Background: an optimization exercise with open tools, aiming at a short achievable clock period, few clock cycles per item and low power. Do not read the settings as production practice.
In this exercise RTL edits were held to simulation tests only and were not proved equivalent to the original.
No activity file was given, so power comes from the tool's default toggle rates.

==> flow/design.v (outline; a module is shown in full before it is edited, if it fits) <==
// module fp_round_pack: 99 lines
// module fp_mul_pipe: 2218 lines
// module fp_fa: 10 lines
// module fp_ha: 9 lines
module fp_mul_pipe (
   input  logic        clk,
   input  logic        rst,
   input  logic        in_valid,
   output logic        in_ready,
   input  logic [31:0] op1,
   input  logic [31:0] op2,
   output logic        out_valid,
   input  logic        out_ready,
   output logic [31:0] res,
   output logic [3:0]  flags
);
  // ...
==> flow/flow/run.sh <==
#!/bin/bash
set -euo pipefail
bash standard.sh SETUP_SLACK_MARGIN=6.3 finish > orfs_make.log 2>&1
==> flow/standard.sh <==
#!/bin/bash
# synth_recipe.tcl (not shown) runs the flow's synth.tcl, then flattens the netlist and writes it again
# the make line also repeats each setting of config.mk as NAME=value (left out here)
make -C /OpenROAD-flow-scripts/flow DESIGN_CONFIG=/design/flow/config.mk WORK_HOME=/design/flow/orfs CLKGATE_MAP_FILE= SYNTH_SCRIPT=/design/flow/synth_recipe.tcl "${@:-finish}"
==> flow/config.mk <==
export PLATFORM = sky130hd
export DESIGN_NAME = fp_mul_pipe
export DESIGN_NICKNAME = fp_mul_pipe
export VERILOG_FILES = /design/flow/design.v
export SDC_FILE = /design/flow/constraint.sdc
export NUM_CORES = 4
export LEC_CHECK = 0
export CAP_MARGIN = 20
export CORE_MARGIN = 2
export CORE_UTILIZATION = 40
export CTS_BUF_LIST = sky130_fd_sc_hd__clkbuf_8 sky130_fd_sc_hd__clkbuf_16
export CTS_CLUSTER_DIAMETER = 100
export CTS_CLUSTER_SIZE = 30
export SLEW_MARGIN = 20
export SYNTH_HIERARCHICAL = 1
==> flow/constraint.sdc <==
create_clock -name core_clock -period 10.0 [get_ports {clk}]
set_input_delay 2.0000 -clock core_clock [delete_from_list [all_inputs] [get_ports {clk}]]
set_output_delay 2.0000 -clock core_clock [all_outputs]
set_load 0.01 [all_outputs]
==> qor.csv, run 1 <==
stage,metric,value,unit
synth,yosysMostFrequentCell,xnor2_1,
synth,synth_top_cell_by_area,edfxtp_1,
cells_and_area,utilization,0.467,
cells_and_area,drive_above_1_share,0.149,
critical_path,required,10.27,ns
clocking,numCtsBuffers,20,
pwr,pg_comb,5.25,mW
critical_path,path_class,reg2reg,
die,ioPinCount,106,
synth,syn_area,25500,um^2
clocking,cts_resized,69,
pwr,p_switching,3.61,mW
drt,wl_per_cell,22.3,um
grt,grt.met2_usage,0.323,
cells_and_area,clk_share,0.0242,
synth,ys_seq_area_frac,0.342,
timing,setup_violations,0,
cells_and_area,num-fill-cells,5693,
critical_path,critPathMaxStageDelay,0.57,ns
placement,port_buffers,105,
critical_path,r2r_start,s0_one[4]$_DFF_P_,
synth,synth_top_family_by_area,adder cells,
timing,hold_viol,0,
critical_path,cp-endpoint,s1_y[25]$_DFFE_PN_,
outcome,status,timing/DRC/antenna clean,
synth,ys.flop_type,edfxtp_1,
synth,netlist_top_cells_count,"xnor2_1, a22oi_1, fa_1",
cells_and_area,reg_top3,"s1_x (37), s1_y (37)",
grt,track_usage,0.193,
timing,rsz0062_at_grt,true,
synth,synth_area_leaders,"edfxtp_1, fa_1, xnor2_1",
clocking,clk_pin_slew,0.11,ns
placement,preCtsSetupSlack,5.46,ns
critical_path,cp_num_buf_inv,1,
pwr,comb_power_share,0.596,
cells_and_area,seq_cells,315,
cells_and_area,bufAreaShareNonClock,0.0783,
clocking,cts_buffer_depth,3,
critical_path,path_cells,buf_12 -> a22oi_1 -> xnor2_1 -> fa_1 -> fa_1 -> fa_2 -> fa_1 -> fa_1,
pwr,p_sw_frac,0.410,
clocking,cts-hold-fix-buffers,0,
Testbench counts, summed over its fixed seeds: cycles 32,032, items 32,000.
==> inputs of run 2 (changes only) <==
--- a/flow/config.mk
+++ b/flow/config.mk
@@ -10,5 +10,5 @@
 export CORE_UTILIZATION = 40
-export CTS_BUF_LIST = sky130_fd_sc_hd__clkbuf_8 sky130_fd_sc_hd__clkbuf_16
-export CTS_CLUSTER_DIAMETER = 100
-export CTS_CLUSTER_SIZE = 30
+export CTS_BUF_LIST = sky130_fd_sc_hd__clkbuf_8
+export CTS_CLUSTER_DIAMETER = 60
+export CTS_CLUSTER_SIZE = 20
 export SLEW_MARGIN = 20
==> run 2 against run 1 <==
Compared with the run above: still clean; sequential power about the same; via count down 0.45%; power shrank 0.98%; combinational power fell by 1%; synthesized cell count unchanged; register-to-register slack better by 0.02 ns.
==> qor.csv, run 2 <==
stage,metric,value,unit,change
die,ioPinCount,106,,unchanged
synth,yosys.area_share.simple,0.0618,,
synth,yosysWarnings,8,,
die,start_util,0.405,,
drt,drt_drc_violations_left,0,,
timing,slew_headroom,0.290,,
cells_and_area,layout.nets,2670,,
timing,period_needed,3.65,ns,
cells_and_area,area_delta_synth_final,14.8,%,
cells_and_area,drive_above_1_share,0.138,,-0.0109
clocking,cts-hold-fix-buffers,0,,unchanged
synth,synthXorXnorAreaFrac,0.120,,
placement,numPlacedInstances,3004,,
pwr,leakage,10.8,nW,
die,row_count,92,,
die,coreArea,63100,um^2,
outcome,status,timing/DRC/antenna clean,,
synth,synth-edff-count,237,,
cells_and_area,layout_common_cells,"xnor2_1, fa_1, a22oi_1",,
placement,port_buffers,105,,unchanged
clocking,cts_sinks,315,,
cells_and_area,layoutNonFillerInstCount,3087,,
clocking,cts_tree,done,,
die,die_w,257,um,
die,die_y,257,um,
critical_path,path_delay_family,adder cells,,
drt,drt_iter0_markers,1544,,
drt,ant_nets,0,,
timing,drv_slew,0,,
synth,syn_area,25500,um^2,unchanged
critical_path,ff2ff_path_depth,8,,
drt,drtPass1Iterations,6,,
synth,synth_area_leaders,"edfxtp_1, fa_1, xnor2_1",,
synth,ys_types,86,,
critical_path,crit_start,s0_two[9]$_DFF_P_,,
drt,vias_per_cell,5.68,,
cells_and_area,reg_top3,"s1_x (37), s1_y (37)",,
critical_path,arrival,4.06,ns,
cells_and_area,layout_commonest_cell,xnor2_1,,
synth,syn_inst,2169,,
critical_path,crit_path_max_fanout,24,,
drt,dr_total_vias,17500,,
timing,setup_violations,0,,unchanged
hold_path,whs_path_depth,0,,
clocking,clk_pin_slew,0.11,ns,about the same
clocking,cts_buffer_depth,3,,unchanged
synth,synth_seq_cells,315,,
critical_path,r2r_end,s1_y[26]$_DFFE_PN_,,
synth,synth_nets,2622,,
critical_path,cp-endpoint,s1_y[26]$_DFFE_PN_,,
critical_path,r2r_setup_slack,6.35,ns,
clocking,cts_root_buffer,clkbuf_8,,
critical_path,path_common_cell,fa_1,,
grt,antenna_found_initial,3,,
grt,track_usage,0.193,,-0.000206
placement,gp_congestion,0.858,,
synth,synth_top_family_by_area,adder cells,,
critical_path,end_kind,flop,,
timing,worstMarginPinSlew,1.06,ns,
timing,hold_viol,0,,unchanged
die,dieArea,65800,um^2,
drt,wl_per_cell,22.0,um,-1.0%
cells_and_area,num-fill-cells,5740,,+0.83%
critical_path,path_class,reg2reg,,
clocking,h-tree-depth,1,,
timing,fmax,0.274,GHz,
placement,hpwl,44.1,mm,
grt,grt_first_pass_wirelength,102,mm,
synth,netlist_top_cells_count,"xnor2_1, a22oi_1, fa_1",,
synth,syn_avg_cell_area,11.8,um^2,
synth,synth-compound-area-share,0.132,,
synth,ys_seq_area_frac,0.342,,unchanged
clocking,numCtsBuffers,29,,+45%
synth,yosysMostFrequentCell,xnor2_1,,
synth,synthAdderAreaFrac,0.264,,
grt,grt_pass1_vias,18100,,
synth,muxShareOfSynthArea,0.0358,,
critical_path,r2r_start,s0_two[9]$_DFF_P_,,
drt,totalWireLength,68.0,mm,
hold_path,worstHoldPathType,reg2reg,,
timing,totalNegativeSetupSlack,0,ns,
pwr,peakVddDrop,0.170,mV,
grt,grt-ovfl-total,0,,
critical_path,path_cells,buf_12 -> a22oi_1 -> xnor2_1 -> fa_2 -> fa_1 -> fa_2 -> fa_1 -> fa_1,,
synth,async_flop_share,0.0254,,
timing,fin_skew,0.0323,ns,
critical_path,cp.depth,8,,
clocking,worstSkewPairLatency,0.68,ns,
synth,ys.flop_type,edfxtp_1,,
pwr,power_density,298,nW/um^2,
critical_path,cp_num_buf_inv,1,,unchanged
timing,rsz0062_at_grt,true,,
critical_path,critPathMaxStageDelay,0.55,ns,-0.02 ns
critical_path,required,10.41,ns,+0.14 ns
flow_run,maxCapViolations,0,,
synth,synth_top_cell_by_area,edfxtp_1,,
timing,timing.final.crit_share,0.365,,
critical_path,cp-start-kind,flop,,
critical_path,cp_slowest_cell,fa_2,,
grt,grt_max_degree,77,,
synth,synth_top_area_frac,0.279,,
-- run 2: through the flow --
| step | util | total power, mW | area (um^2) | hold WS [ns] | setup slack, ns |
|---|---|---|---|---|---|
| finish | 0.464 | 8.72 | 29300 | 0.417 | 6.35 |
| detailed placement | 0.434 | 7.70 | 27400 | 0.391 | 5.46 |
| global route | 0.464 | 9.53 | 29300 | 0.439 | 6.25 |
| CTS | 0.447 | 8.64 | 28200 | 0.419 | 6.23 |
| global placement | 0.434 | 7.52 | 27400 | 0.392 | 5.52 |
| floorplan | - | 6.13 | 25600 | 0.386 | 6.30 |
-- run 2: cells by family after synthesis --
logic type / after synthesis
muxes: 82
buffers and inverters: 290
other: 1
DFF: 315
xor gates and xnor gates: 350
and+or+nand+nor: 287
AOI/OAI and AO/OA: 459
adders and majority gates: 385
-- run 2: worst min path at each step --
stage / from / endpoint / slack, ns
floorplan: s0_sign$_DFF_P_ / s1_sign$_DFFE_PN_ / 0.39
global placement: s0_spec[1]$_SDFF_PP1_ / s1_spec[1]$_DFFE_PN_ / 0.39
detailed placement: s0_spec[1]$_SDFF_PP1_ / s1_spec[1]$_DFFE_PN_ / 0.39
CTS: s0_spec[1]$_SDFF_PP1_ / s1_spec[1]$_DFFE_PN_ / 0.42
global route: s0_spec[1]$_SDFF_PP1_ / s1_spec[1]$_DFFE_PN_ / 0.44
finish: s0_spec[1]$_SDFF_PP1_ / s1_spec[1]$_DFFE_PN_ / 0.42
-- run 2: repair_timing --
item                                    in CTS  in global routing
buffers inserted                             1                 11
gates cloned                                 0                 15
gates resized for setup                     45                150
pin swaps                                    1                 33
endpoints found under the setup margin      82                 95
-- run 2: area by class of cell --
cell class / instances / area, um^2 / share of cell area
multi-input combinational: 1565 / 15900 / 0.543
sequential: 315 / 8820 / 0.301
timing repair buffer: 181 / 2340 / 0.0799
tap: 846 / 1060 / 0.0361
inverter: 125 / 472 / 0.0161
clock buffer: 31 / 427 / 0.0146
clock inverter: 23 / 283 / 0.00965
antenna: 1 / 2.50 / 0.0000854
-- run 2: where the power goes --
group	leakage [nW]	internal [mW]	switching [mW]
Clock	0.369	0.379	0.523
Sequential	3.11	2.35	0.286
Combinational	7.35	2.39	2.79
Total	10.8	5.12	3.60
-- run 2: worst reg2reg max path: stages (launching register included) --
cell and delay [ns]:
dfxtp_1 0.38, buf_12 0.21, a22oi_1 0.12, xnor2_1 0.28, fa_2 0.50, fa_1 0.41, fa_2 0.55, fa_1 0.48
fa_1 0.46
-- run 2: per-layer routing --
metal	vias up	part of all wire	global-route usage
met5	-	0	0
li1	7838	-	-
met3	148	0.082	0.0330
met2	802	0.47	0.321
met4	0	0.034	0.0572
met1	8735	0.41	0.259
-- run 2: Yosys stat by module (local to each module, per instance) --
module | cell area (um^2) | copies in the design
fp_round_pack | 1920 | 1
fp_mul_pipe | 18100 | 1
fp_ha | 12.5 | 32
fp_fa | 20.0 | 254
==> inputs of run 3 (changes only) <==
--- a/flow/config.mk
+++ b/flow/config.mk
@@ -9,3 +9,3 @@
 export CORE_MARGIN = 2
-export CORE_UTILIZATION = 40
+export CORE_UTILIZATION = 50
 export CTS_BUF_LIST = sky130_fd_sc_hd__clkbuf_8
==> run 3 against run 2 <==
Compared with the run above: area after synthesis unchanged; sequential share of layout area decreased by 0.39 points; combinational power increased by 3.9%; still clean; global-route usage increased by 4.6 points; critical path depth increased by 1.
==> qor.csv, run 3 <==
stage,metric,value,unit,change
critical_path,arrival,4.15,ns,+0.09 ns
synth,synth_seq_cells,315,,unchanged
critical_path,end_kind,flop,,
drt,drt_iter0_markers,1720,,+11%
synth,synthXorXnorAreaFrac,0.120,,unchanged
pwr,total_power,8.91,mW,+2.2%
clocking,cts_buffer_depth,3,,unchanged
grt,track_usage,0.239,,+0.0461
clocking,cts-hold-fix-buffers,0,,unchanged
timing,rsz0062_at_grt,true,,
timing,totalNegativeSetupSlack,0,ns,unchanged
synth,ys.flop_type,edfxtp_1,,
placement,gp_congestion,0.859,,+0.10%
synth,synth_nets,2622,,unchanged
clocking,worstSkewPairLatency,0.69,ns,about the same
synth,synth_top_family_by_area,adder cells,,
grt,grt_pass1_vias,18000,,-0.29%
clocking,cts_sinks,315,,unchanged
timing,setup_violations,0,,unchanged
cells_and_area,layout.nets,2693,,+0.86%
pwr,peakVddDrop,0.262,mV,+54%
critical_path,required,10.43,ns,+0.02 ns
drt,dr_total_vias,17700,,+1.3%
cells_and_area,layout_commonest_cell,xnor2_1,,
cells_and_area,area_delta_synth_final,16.5,%,
critical_path,r2r_setup_slack,6.28,ns,-0.07 ns
clocking,cts_root_buffer,clkbuf_8,,
drt,vias_per_cell,6.04,,+6.4%
critical_path,critPathMaxStageDelay,0.53,ns,-0.02 ns
critical_path,ff2ff_path_depth,9,,+1
synth,synth_top_area_frac,0.279,,unchanged
synth,synth-edff-count,237,,unchanged
hold_path,hp-start,s1_sign$_DFFE_PN_,,
synth,synth_area_leaders,"edfxtp_1, fa_1, xnor2_1",,
die,start_util,0.508,,+0.103
drt,ant_nets,0,,unchanged
die,dieArea,52900,um^2,-20%
hold_path,worstHoldPathType,reg2reg,,
timing,drv_slew,0,,unchanged
timing,fmax,0.269,GHz,-1.9%
critical_path,cp_num_buf_inv,2,,+1
grt,grt-ovfl-total,0,,unchanged
critical_path,cp-start-kind,flop,,
synth,yosysMostFrequentCell,xnor2_1,,
drt,totalWireLength,68.7,mm,+0.99%
timing,worstMarginPinSlew,1.01,ns,-0.0568 ns
synth,ys_types,86,,unchanged
cells_and_area,reg_top3,"s1_x (37), s1_y (37)",,
timing,hold_viol,0,,unchanged
grt,grt_first_pass_wirelength,100,mm,-1.8%
synth,yosys.area_share.simple,0.0618,,unchanged
hold_path,min_to,s2_sign$_DFFE_PN_,,
critical_path,r2r_end,s1_y[34]$_DFFE_PN_,,
critical_path,path_delay_family,adder cells,,
drt,drt_drc_violations_left,0,,unchanged
synth,ys_seq_area_frac,0.342,,unchanged
critical_path,path_cells,buf_12 -> clkbuf_16 -> a21oi_1 -> xnor2_1 -> fa_1 -> fa_1 -> fa_1 -> fa_1 -> fa_1,,
pwr,leakage,11.1,nW,+2.5%
synth,syn_avg_cell_area,11.8,um^2,unchanged
drt,wl_per_cell,23.4,um,+6.2%
synth,syn_inst,2169,,unchanged
die,die_y,230,um,-10%
pwr,power_density,300,nW/um^2,+0.64%
clocking,h-tree-depth,1,,unchanged
hold_path,whs_path_depth,0,,unchanged
synth,syn_area,25500,um^2,unchanged
flow_run,maxCapViolations,0,,unchanged
placement,hpwl,43.1,mm,-2.3%
timing,slew_headroom,0.329,,+0.0396
synth,async_flop_share,0.0254,,unchanged
timing,period_needed,3.72,ns,+0.0689 ns
synth,synthAdderAreaFrac,0.264,,unchanged
cells_and_area,layout_common_cells,"xnor2_1, fa_1, edfxtp_1",,
timing,timing.final.crit_share,0.372,,+0.00689
synth,yosysWarnings,8,,unchanged
grt,antenna_found_initial,1,,-2
timing,fin_skew,0.0553,ns,+0.0230 ns
critical_path,cp_slowest_cell,fa_1,,
clocking,cts_tree,done,,
cells_and_area,num-fill-cells,4055,,-29%
cells_and_area,drive_above_1_share,0.166,,+0.0277
critical_path,path_common_cell,fa_1,,
clocking,clk_pin_slew,0.11,ns,about the same
synth,muxShareOfSynthArea,0.0358,,unchanged
critical_path,path_class,reg2reg,,
drt,drtPass1Iterations,6,,unchanged
die,die_w,230,um,-10%
placement,port_buffers,105,,unchanged
grt,grt_max_degree,67,,-13%
outcome,status,timing/DRC/antenna clean,,
synth,synth_top_cell_by_area,edfxtp_1,,
critical_path,r2r_start,s0_two[5]$_DFF_P_,,
synth,netlist_top_cells_count,"xnor2_1, a22oi_1, fa_1",,
die,row_count,82,,-11%
die,coreArea,50300,um^2,-20%
synth,synth-compound-area-share,0.132,,unchanged
clocking,numCtsBuffers,30,,+3.4%
critical_path,crit_path_max_fanout,12,,-50%
die,ioPinCount,106,,unchanged
==> run 3: cell counts after synthesis <==
Identical to the previous run, type by type.
==> run 3: timing repair <==
item                                    4_1_cts  5_1_grt
endpoints found under the setup margin       80      105
cloned                                        1       27
gates resized for setup                      60      198
buffers inserted                              0       15
pin swaps                                     4       70
==> run 3: report_power, final <==
part	internal, mW	switching, mW
sequential	2.35	0.272
combinational	2.48	2.89
clock	0.362	0.553
total	5.19	3.72
==> run 3: kinds of logic after synthesis <==
logic type                 count (synthesis)
DFF                                      315
muxes                                     82
xor gates and xnor gates                 350
AOI/OAI and AO/OA                        459
other                                      1
and+or+nand+nor                          287
adders and majority gates                385
buffers and inverters                    290
==> run 3: worst reg2reg max path: stages, from the launching register on <==
cell and delay, ns:
dfxtp_4 0.38, buf_12 0.13, clkbuf_16 0.18, a21oi_1 0.24, xnor2_1 0.19, fa_1 0.47, fa_1 0.48, fa_1 0.45
fa_1 0.53, fa_1 0.43
==> run 3: per-module statistics from Yosys (local to each module, per instance) <==
module	flops+latches	area (um^2)
fp_mul_pipe	315	18100
fp_ha	0	12.5
fp_round_pack	0	1920
fp_fa	0	20.0
==> run 3: cell type report <==
class / count / area (um^2) / share of cell area
clock buffers: 30 / 413 / 0.0139
well taps: 672 / 841 / 0.0283
inverters: 125 / 472 / 0.0159
multi-input cells: 1565 / 16100 / 0.540
flip-flops and latches: 315 / 8830 / 0.297
clock inverters: 26 / 323 / 0.0109
diodes: 1 / 2.50 / 0.0000841
repair buffers: 203 / 2780 / 0.0936
==> run 3: worst max path at each step <==
stage / startpoint / endpoint / slack [ns] / depth (start not counted)
6_report: s0_two[5]$_DFF_P_ / s1_y[34]$_DFFE_PN_ / 6.28 / 9
5_1_grt: s0_fa[4]$_DFF_P_ / s1_lz$_DFFE_PN_ / 6.16 / 12
4_1_cts: out_ready / sk2[26]$_DFFE_PP_ / 6.20 / 4
3_5_place_dp: out_ready / sk1[28]$_DFFE_PP_ / 5.41 / 6
3_3_place_gp: out_ready / sk1[26]$_DFFE_PP_ / 5.45 / 6
2_1_floorplan: s0_fa[12]$_DFF_P_ / s1_y[22]$_DFFE_PN_ / 6.30 / 9
==> run 3: through the flow <==
step                setup slack [ns]  std cells   util  hold WS, ns  area, um^2
floorplan                       6.30       2169      -        0.386       25600
CTS                             6.20       2894  0.560        0.416       28200
global placement                5.45       2837  0.541        0.391       27200
finish                          6.28       2937  0.592        0.412       29700
detailed placement              5.41       2837  0.541        0.391       27200
global route                    6.16       2936  0.592        0.421       29700
==> run 3: metal layers <==
layer | vias to the layer above | wire length [um] | global-route usage | part of all wire
li1 | 7883 | - | - | -
met1 | 8779 | 27500 | 0.319 | 0.40
met2 | 876 | 31500 | 0.394 | 0.46
met3 | 206 | 6270 | 0.0463 | 0.091
met4 | 2 | 3300 | 0.0780 | 0.048
met5 | - | 13 | 0 | 0.00019
==> inputs of run 4 (changes only) <==
==> flow/flow/run.sh (replaced) <==
#!/bin/bash
set -euo pipefail
bash standard.sh SETUP_SLACK_MARGIN=6.45 finish > orfs_make.log 2>&1
--- a/flow/config.mk
+++ b/flow/config.mk
@@ -9,3 +9,3 @@
 export CORE_MARGIN = 2
-export CORE_UTILIZATION = 50
+export CORE_UTILIZATION = 40
 export CTS_BUF_LIST = sky130_fd_sc_hd__clkbuf_8
==> run 4 against run 3 <==
Compared with the run above: still clean; non-clock buffer count increased by 20; critical path depth is 3 lower; wire length grew 3.5%; synthesized cell count is the same; fmax grew 1.3%; worst setup slack better by 0.048 ns; first-iteration DRC count is 6.2% lower; sequential power hardly changed; critical endpoint is now sk1[6]$_DFFE_PP_; highest routed layer unchanged.
==> qor.csv, run 4 <==
stage,metric,value,unit,change
outcome,status,timing/DRC/antenna clean,,
synth,synth-edff-count,237,,unchanged
cells_and_area,layout_common_cells,"xnor2_1, edfxtp_1, a22oi_1",,
critical_path,path_cells,clkdlybuf4s50_1 -> nand2b_4 -> inv_4 -> ha_4 -> nor2b_4 -> nor2_4,,
drt,dr_total_vias,18100,,+1.8%
placement,gp_congestion,0.867,,+0.87%
synth,synth_seq_cells,315,,unchanged
cells_and_area,area_delta_synth_final,20.5,%,
grt,antenna_found_initial,3,,+2
critical_path,crit_path_max_fanout,36,,+24
placement,hpwl,43.9,mm,+1.9%
clocking,cts_tree,done,,
die,coreArea,63100,um^2,+25%
critical_path,required,10.26,ns,-0.17 ns
critical_path,path_delay_family,simple AND/OR/NAND/NOR gates,,
die,ioPinCount,106,,unchanged
timing,fmax,0.273,GHz,+1.3%
critical_path,cp_num_buf_inv,2,,unchanged
timing,fin_hold_ws,0.422,ns,+0.00966 ns
critical_path,end_kind,flop,,
timing,slew_headroom,0.274,,-0.0554
timing,period_needed,3.67,ns,-0.0483 ns
critical_path,path_class,in2reg,,
grt,grt_first_pass_wirelength,110,mm,+9.7%
timing,rsz0062_at_grt,true,,
timing,setup_violations,0,,unchanged
flow_run,maxCapViolations,0,,unchanged
clocking,cts_root_buffer,clkbuf_8,,
timing,totalNegativeSetupSlack,0,ns,unchanged
synth,synth_top_area_frac,0.279,,unchanged
pwr,peakVddDrop,0.201,mV,-23%
clocking,h-tree-depth,1,,unchanged
cells_and_area,num-fill-cells,5555,,+37%
clocking,worstSkewPairLatency,0.71,ns,+0.02 ns
hold_path,worstHoldPathType,reg2reg,,
synth,ys_types,86,,unchanged
drt,ant_nets,0,,unchanged
drt,totalWireLength,71.1,mm,+3.5%
clocking,cts_buffer_depth,3,,unchanged
synth,yosysMostFrequentCell,xnor2_1,,
die,die_w,257,um,+12%
placement,port_buffers,105,,unchanged
die,dieArea,65800,um^2,+25%
drt,drt_iter0_markers,1613,,-6.2%
drt,vias_per_cell,5.77,,-4.4%
synth,syn_avg_cell_area,11.8,um^2,unchanged
critical_path,cp_slowest_cell,nor2_4,,
die,row_count,92,,+12%
die,die_y,257,um,+12%
synth,synth_nets,2622,,unchanged
cells_and_area,layout.nets,2712,,+0.71%
timing,timing.final.crit_share,0.367,,-0.00483
grt,grt-ovfl-total,0,,unchanged
synth,synth_top_cell_by_area,edfxtp_1,,
grt,grt_max_degree,77,,+15%
drt,drtPass1Iterations,6,,unchanged
cells_and_area,reg_top3,"s1_x (37), s1_y (37)",,
pwr,leakage,11.4,nW,+3.1%
synth,ys_seq_area_frac,0.342,,unchanged
clocking,cts_sinks,315,,unchanged
timing,hold_viol,0,,unchanged
synth,syn_area,25500,um^2,unchanged
synth,yosysWarnings,8,,unchanged
die,start_util,0.405,,-0.103
grt,grt_pass1_vias,18800,,+4.6%
synth,ys.flop_type,edfxtp_1,,
drt,drt_drc_violations_left,0,,unchanged
synth,syn_inst,2169,,unchanged
critical_path,arrival,3.92,ns,-0.23 ns
grt,track_usage,0.213,,-0.0266
timing,fin_skew,0.0979,ns,+0.0426 ns
drt,wl_per_cell,22.7,um,-2.8%
cells_and_area,drive_above_1_share,0.232,,+0.0658
cells_and_area,layout_commonest_cell,xnor2_1,,
synth,netlist_top_cells_count,"xnor2_1, a22oi_1, fa_1",,
clocking,numCtsBuffers,28,,-6.7%
critical_path,critPathMaxStageDelay,0.79,ns,+0.26 ns
critical_path,cp-start-kind,input pin,,
synth,async_flop_share,0.0254,,unchanged
timing,worstMarginPinSlew,1.09,ns,+0.0805 ns
pwr,power_density,288,nW/um^2,-3.8%
clocking,clk_pin_slew,0.12,ns,about the same
synth,synth_area_leaders,"edfxtp_1, fa_1, xnor2_1",,
timing,drv_slew,0,,unchanged
-- run 4: cell counts after synthesis --
Identical to the previous run, type by type.
-- run 4: final timing paths --
path | from | endpoint | slack [ns] | cells past startpoint
setup / recovery | out_ready | sk1[6]$_DFFE_PP_ | 6.33 | 6
hold / removal | s0_spec[1]$_SDFF_PP1_ | s1_spec[1]$_DFFE_PN_ | 0.42 | 0
setup reg to reg | s0_fa[6]$_DFF_P_ | s1_y[24]$_DFFE_PN_ | 6.34 | 9
hold reg to reg | s0_spec[1]$_SDFF_PP1_ | s1_spec[1]$_DFFE_PN_ | 0.42 | 0
max in group asynchronous | rst | out_valid$_DFFE_PN0N_ | 8.18 | 1
min in group asynchronous | rst | v0$_DFF_PN0_ | 1.55 | 1
-- run 4: repair_timing --
action | in CTS | in global routing
gates resized for setup | 331 | 115
buffers inserted | 23 | 20
setup endpoints to repair | 174 | 162
pin swaps | 99 | 76
hold buffers | 0 | 0
endpoints found under the hold margin | 0 | 0
gates cloned | 23 | 4
-- run 4: modules after synthesis, one instance, submodules excluded --
module | cells | copies in the design | flip-flops and latches | area (um^2)
fp_mul_pipe | 1594 | 1 | 315 | 18100
fp_round_pack | 289 | 1 | 0 | 1920
fp_fa | 1 | 254 | 0 | 20.0
fp_ha | 1 | 32 | 0 | 12.5
-- run 4: power by group --
part / internal, mW / switching (mW) / total [mW] / leakage, nW
registers: 2.35 / 0.286 / 2.63 / 3.11
logic: 2.53 / 2.89 / 5.41 / 8.01
clock network: 0.302 / 0.513 / 0.815 / 0.329
total: 5.18 / 3.68 / 8.86 / 11.4
-- run 4: final cells by class --
type,instances,area (um^2),share of cell area
Multi-Input combinational cell,1566,16700,0.544
Sequential cell,315,8840,0.288
Timing Repair Buffer,223,3030,0.0986
Tap cell,846,1060,0.0344
Inverter,125,474,0.0154
Clock buffer,28,385,0.0125
Clock inverter,24,228,0.00740
Antenna cell,1,2.50,0.0000814
-- run 4: layer usage --
metal / wire (um) / global-route usage / vias to the layer above
li1: - / - / 7936
met1: 28400 / 0.275 / 8993
met2: 32700 / 0.345 / 897
met3: 6210 / 0.0420 / 233
met4: 3760 / 0.0982 / 2
met5: 11 / 0 / -
-- run 4: cell families after synthesis --
kind of cell               after synthesis  share of synthesized area
and+or+nand+nor                        287                     0.0618
AOI/OAI and AO/OA                      459                      0.132
DFF                                    315                      0.342
adders and majority gates              385                      0.264
muxes                                   82                     0.0358
xor gates and xnor gates               350                      0.120
other                                    1                   0.000147
buffers and inverters                  290                     0.0442
-- run 4: stage by stage --
stage | cells | util | worst slack (ns) | area, um^2 | power [mW]
after floorplan | 2169 | - | 6.38 | 25700 | 6.13
after global placement | 3005 | 0.434 | 5.56 | 27400 | 7.52
after detailed placement | 3005 | 0.434 | 5.51 | 27400 | 7.70
after global routing | 3128 | 0.488 | 6.20 | 30800 | 9.67
final | 3128 | 0.488 | 6.33 | 30800 | 8.86
after CTS | 3103 | 0.474 | 6.32 | 29900 | 8.71

==> re-timing with driven ports <==
The results above use ideal ports. As a check the final layouts listed here were re-extracted and re-timed, cells and wires unchanged.
Step 1, drivers: a clkbuf_16 drives clk and a buf_2 each remaining input, both assumed.
Step 2 adds t to the input delays and takes it off the output delays; t is the mean of the earliest and latest rising clock arrival at the registers after step 1. Input paths then give back, and output paths get back, about the clock's delay inside the block.
Slacks: ideal / step 1 / step 2; pairs: ideal / step 1.
run	t, ns	slack for setup (ns)	slew at the worst register clock pin (ns)	pins driven straight from the clock port
run 1	0.619	6.332 / 6.295 / 5.797	0.12 / 0.12	1
run 2	0.722	6.353 / 6.348 / 5.736	0.12 / 0.12	1
run 3	0.722	6.285 / 6.285 / 5.638	0.12 / 0.12	1
run 4	0.715	6.333 / 6.335 / 5.649	0.12 / 0.12	1
After both steps setup and hold are still met in every run listed. The setup slack of run 4, which loses most, moves by +0.002 ns with the drivers and by -0.684 ns with both steps.
